Context: an optimization exercise on an open-source flow, tuned for a short achievable clock period and few clock cycles per item. The choices shown serve that exercise and are no tape-out recipe.
Function was checked by simulation only, so behaviour that the tests miss may differ from the original.
Power and IR drop assume default switching activity.

## run a
// mips_core
module mips_core #(
    parameter mips_pkg::word_t RESET_PC = '0
) (
    input  logic                clock,
    input  logic                rst_n,
    output mips_pkg::word_t     imem_addr,
    input  mips_pkg::word_t     imem_data,
    output mips_pkg::word_t     dmem_addr,
    output mips_pkg::word_t     dmem_write_data,
    output logic                dmem_read,
    output logic                dmem_write,
    input  mips_pkg::word_t     dmem_read_data,
    output logic                wb_write,
    output mips_pkg::reg_addr_t wb_reg,
    output mips_pkg::word_t     wb_data
);
For scale: about 5200 cells after synthesis, about 1600 flip-flops, ~200 I/O pins, ~75000 sq um of cells after synthesis.
==> flow/config.mk <==
export PLATFORM = sky130hd
export DESIGN_NAME = mips_core
export DESIGN_NICKNAME = mips_core
export VERILOG_FILES = /design/flow/design.v
export SDC_FILE = /design/flow/constraint.sdc
export NUM_CORES = 4
export LEC_CHECK = 0
export ABC_CLOCK_PERIOD_IN_PS = 2500
export CAP_MARGIN = 20
export CORE_MARGIN = 2
export CORE_UTILIZATION = 40
export SETUP_SLACK_MARGIN = 4.0
export SLEW_MARGIN = 20
export TNS_END_PERCENT = 100
==> flow/constraint.sdc <==
create_clock -name core_clock -period 7.0 [get_ports {clock}]
set_input_delay 1.4000 -clock core_clock [delete_from_list [all_inputs] [get_ports {clock}]]
set_output_delay 1.4000 -clock core_clock [all_outputs]
set_load 0.01 [all_outputs]
run.sh (not shown) runs the stock make flow with config.mk's settings and CLKGATE_MAP_FILE= SYNTH_SCRIPT=/design/flow/synth_recipe.tcl, a recipe that flattens the netlist after the stock synthesis.
Run a: PASS, flow complete, no timing, DRC or antenna violations
Testbench counts of run a, summed over its fixed seeds: cycles 44,083, instrs 43,169.
### run a -> run b
-- flow/design.v --
<<< run a, line 169
    mips_pkg::word_t pc, pc4, d_target;
    logic            d_taken;
    mips_pkg::word_t     wb_data_n;
    mips_pkg::reg_addr_t wb_reg_n;
    logic                wb_write_n, dmem_read_n;
    assign imem_addr = pc;
    assign pc4       = mips_pkg::add32(pc, 32'd4, 1'b0);
    logic d_cross, d_jump;                           
>>> run b, line 169
    mips_pkg::word_t pc, pc4, d_target;
    logic            d_taken;
    mips_pkg::word_t     pc_n, wb_data_n;
    mips_pkg::reg_addr_t wb_reg_n;
    logic                wb_write_n, dmem_read_n;
    assign imem_addr = ~pc_n;
    assign pc4       = mips_pkg::add32(pc, 32'd4, 1'b0);
    logic d_cross, d_jump;                           
<<< run a, line 180
        else if (redirect)  pc <= e_alt;
        else if (!stall)    pc <= {pc4[31:12], d_jump ? d_target[11:0] : pc4[11:0]};
    end
    logic [5:0]          f_op, f_fn;
>>> run b, line 180
        else if (redirect)  pc <= e_alt;
        else if (!stall)    pc <= {pc4[31:12], d_jump ? d_target[11:0] : pc4[11:0]};
    end
    always_ff @(posedge clock) begin
        if (!rst_q)         pc_n <= ~RESET_PC;
        else if (redirect)  pc_n <= ~e_alt;
        else if (!stall)    pc_n <= ~{pc4[31:12], d_jump ? d_target[11:0] : pc4[11:0]};
    end
    logic [5:0]          f_op, f_fn;
Findings:
Capturing instance or port of the critical path = pc_n[11]$_SDFFE_PN1P_: run b; capturing instance or port of the critical path = e_b[20]$_DFF_P_: run a. Run a → run b: footprint of the multi-input gates climbed 2.4%; clock latency on the worst-skew pair barely changed; post-layout instance count excluding filler cells climbed 161. Summary: die area, run b worse than run a. Compared with run a, run b ends up with more cell area. Run a and run b ended up with roughly the same final-layout clock-cell area share. Measured against each other, run b and run a differ in worst setup timing slack at the placement stage, the lower figure coming from run a. Diff run a -> run b: worst setup slack rose 0.092 ns; largest stage delay on the critical path went up. The worst-case hold slack of run b was superior to that of run a. Taking run a as the reference, in run b total power after layout rose by about 0.6%; compound-cell area share of the yosys netlist up 0.32 points.
Testbench counts of run b, summed over its fixed seeds: cycles 44,083, instrs 43,169.

========
mips_core, a different RTL version from the one above (not shown whole).
Size in the first run: ~5800 cells after synthesis, about 1700 flip-flops, about 0.078 mm^2 of cells after synthesis.
// mips_core
module mips_core #(
    parameter mips_pkg::word_t RESET_PC = '0
) (
    input  logic                clock,
    input  logic                rst_n,
    output mips_pkg::word_t     imem_addr,
    input  mips_pkg::word_t     imem_data,
    output mips_pkg::word_t     dmem_addr,
    output mips_pkg::word_t     dmem_write_data,
    output logic                dmem_read,
    output logic                dmem_write,
    input  mips_pkg::word_t     dmem_read_data,
    output logic                wb_write,
    output mips_pkg::reg_addr_t wb_reg,
    output mips_pkg::word_t     wb_data
);
Settings: LEC_CHECK=0, ABC_CLOCK_PERIOD_IN_PS=2500, CAP_MARGIN=20, CORE_MARGIN=2, CORE_UTILIZATION=55, PLACE_DENSITY=0.7, SETUP_SLACK_MARGIN=4.0, SLEW_MARGIN=20, TNS_END_PERCENT=100; clock period 7.0 ns.
Testbench counts at the start, summed over its fixed seeds: cycles 44,473, instrs 43,169.
Next try:
--- a/flow/design.v
+++ b/flow/design.v
@@ -135,20 +135,22 @@
     output logic                dmem_write,
     input  mips_pkg::word_t     dmem_read_data,
     output logic                wb_write,
     output mips_pkg::reg_addr_t wb_reg,
     output mips_pkg::word_t     wb_data
 );
     logic rst_q;
     always_ff @(posedge clock) rst_q <= rst_n;
     logic stall;                                     
     logic redirect;                                  
+    logic wrong;                                     
+    mips_pkg::word_t r_alt;
     logic                d_wr, d_lw, d_sw, d_br, d_bne, d_same, d_pred, d_use_imm;
     logic                d_add, d_sub, d_and, d_or, d_slt, d_inv;
     mips_pkg::reg_addr_t d_dest;
     mips_pkg::word_t     d_imm, d_rs_snap, d_rt_snap;
     logic [7:0]          d_pcw;                      
     logic [8:0]          d_tlo;                      
     logic [13:0]         d_hi, d_hi_inc, d_hi_dec;   
     logic [1:0]          d_pcb;
     logic                d_fe_rs, d_fm_rs, d_fw_rs, d_fw2_rs, d_fs_rs;
     logic                d_fe_rt, d_fm_rt, d_fw_rt, d_fw2_rt, d_fs_rt;
@@ -164,37 +166,32 @@
     logic [16:0]         s_lo, s_h0, s_h1;           
     logic                lt;
     logic                m_wr, m_lw, m_sw;
     mips_pkg::reg_addr_t m_dest;
     mips_pkg::word_t     m_res, m_addr, m_st;
     logic                w_wr, w2_wr;
     mips_pkg::reg_addr_t w_reg, w2_reg;
     mips_pkg::word_t     w_data, w2_data;
     mips_pkg::word_t pc, pc4, d_target;
     logic            d_taken;
-    mips_pkg::word_t     pc_n, wb_data_n;
+    mips_pkg::word_t     wb_data_n;
     mips_pkg::reg_addr_t wb_reg_n;
     logic                wb_write_n, dmem_read_n;
-    assign imem_addr = ~pc_n;
+    assign imem_addr = pc;
     assign pc4       = mips_pkg::add32(pc, 32'd4, 1'b0);
     logic d_cross, d_jump;                           
     assign d_jump = d_taken && !d_cross;
     always_ff @(posedge clock) begin
         if (!rst_q)         pc <= RESET_PC;
-        else if (redirect)  pc <= e_alt;
+        else if (redirect)  pc <= r_alt;
         else if (!stall)    pc <= {pc4[31:12], d_jump ? d_target[11:0] : pc4[11:0]};
     end
-    always_ff @(posedge clock) begin
-        if (!rst_q)         pc_n <= ~RESET_PC;
-        else if (redirect)  pc_n <= ~e_alt;
-        else if (!stall)    pc_n <= ~{pc4[31:12], d_jump ? d_target[11:0] : pc4[11:0]};
-    end
     logic [5:0]          f_op, f_fn;
     mips_pkg::reg_addr_t f_rs, f_rt, f_rd, f_dest;
     logic                f_rtype_ok, f_imm_alu, f_lw, f_sw, f_br;
     logic                f_use_rs, f_use_rt, f_wr, f_use_imm, f_sext;
     logic                f_add, f_sub, f_and, f_or, f_slt, f_inv;
     assign f_op = imem_data[31:26];
     assign f_rs = imem_data[25:21];
     assign f_rt = imem_data[20:16];
     assign f_rd = imem_data[15:11];
     assign f_fn = imem_data[5:0];
@@ -348,21 +345,21 @@
             d_hi_inc  <= f_hi_inc[13:0];
             d_hi_dec  <= f_hi_dec[13:0];
             d_rs_snap <= f_rs_val;
             d_rt_snap <= f_rt_val;
         end else begin
             d_rs_snap <= rv_rs;
             d_rt_snap <= rv_rt;
         end
     end
     always_ff @(posedge clock) begin
-        if (!rst_q || stall) begin
+        if (!rst_q || stall || redirect) begin       
             e_wr  <= 1'b0;
             e_lw  <= 1'b0;
             e_sw  <= 1'b0;
             e_chk <= 1'b0;
             e_fix <= 1'b0;
         end else begin
             e_wr  <= d_wr;
             e_lw  <= d_lw;
             e_sw  <= d_sw;
             e_chk <= d_br && !d_same && needpred;
@@ -416,21 +413,26 @@
            | ({16{fwd && !e_add && !e_sub}} & logic_res[31:16]) | ({16{!fwd}} & v[31:16]);
         h1 = ({16{fwd && (e_add || e_sub)}} & s_h1[15:0])
            | ({16{fwd && !e_add && !e_sub}} & logic_res[31:16]) | ({16{!fwd}} & v[31:16]);
         c  = fwd && (e_add || e_sub) && s_lo[16];
         fwd_split = {c, h1 ^ {16{inv}}, h0 ^ {16{inv}}, lo ^ {16{inv}}};
     endfunction
     assign e_alt    = e_pred ? e_pc4 : e_tgt;        
     logic br_ok;
     assign br_ok    = e_a_lo == e_st[15:0]
                    && (e_a_c ? e_a_h1 == e_st[31:16] : e_a_h0 == e_st[31:16]);
-    assign redirect = e_fix || (e_chk && ((br_ok != e_bne) != e_pred));
+    assign wrong    = e_fix || (e_chk && ((br_ok != e_bne) != e_pred));
+    always_ff @(posedge clock) begin
+        if (!rst_q) redirect <= 1'b0;
+        else        redirect <= wrong;
+        r_alt <= e_alt;
+    end
     always_ff @(posedge clock) begin
         if (!rst_n) begin
             m_wr <= 1'b0;
             m_lw <= 1'b0;
             dmem_read_n <= 1'b1;
             m_sw <= 1'b0;
         end else begin
             m_wr <= e_wr;
             m_lw <= e_lw;
             dmem_read_n <= !e_lw;
Outcome: Synthesized cell count hardly moves; worst setup slack gets better by 79 ps; cell count stays flat; synthesized area is about the same; utilization came out lower by 0.82 points; wire length came out lower by about 0.7%; die area hardly moves; count of clock-buffer cells in the layout came out lower by 6; combinational power came out lower by about 3%; cell area came out lower by 1.2%; global-route usage came out lower by 0.32 points.
Testbench counts after the change, summed over its fixed seeds: cycles 44,930, instrs 43,169.

[re-timing with driven ports]
Ports are ideal in the flow. The routed layouts listed here were re-timed in OpenROAD. Step 1 (the two cells are an assumption about what drives the block):
set clk [get_ports {clock}]
set_driving_cell -lib_cell sky130_fd_sc_hd__clkbuf_16 $clk
set_driving_cell -lib_cell sky130_fd_sc_hd__buf_2 [delete_from_list [all_inputs] $clk]
Step 2 times the ports against the registers' clock, not the clock port: input delays grow and output delays shrink by t, the midpoint of the rising clock arrivals with the driver on. Three values: ideal, step 1, step 2; two values: the first two.
| run | shift t [ns] | setup WS [ns] | worst setup path at the end | pins driven straight from the clock port |
|---|---|---|---|---|
| run a | 0.907 | 3.540 / 3.540 / 2.955 | input to register | 1 |
| run b | 0.917 | 3.632 / 3.632 / 2.927 | input to register | 1 |
| the first run of note 2 | 0.905 | 3.664 / 3.664 / 2.917 | input to register | 1 |
| the second run of note 2 | 0.909 | 3.742 / 3.742 / 2.978 | input to register | 1 |
After both steps every run listed still meets setup and hold. For the second run of note 2, which loses most, drivers alone change the setup slack by 0.000 ns; drivers and shift together by -0.764 ns.
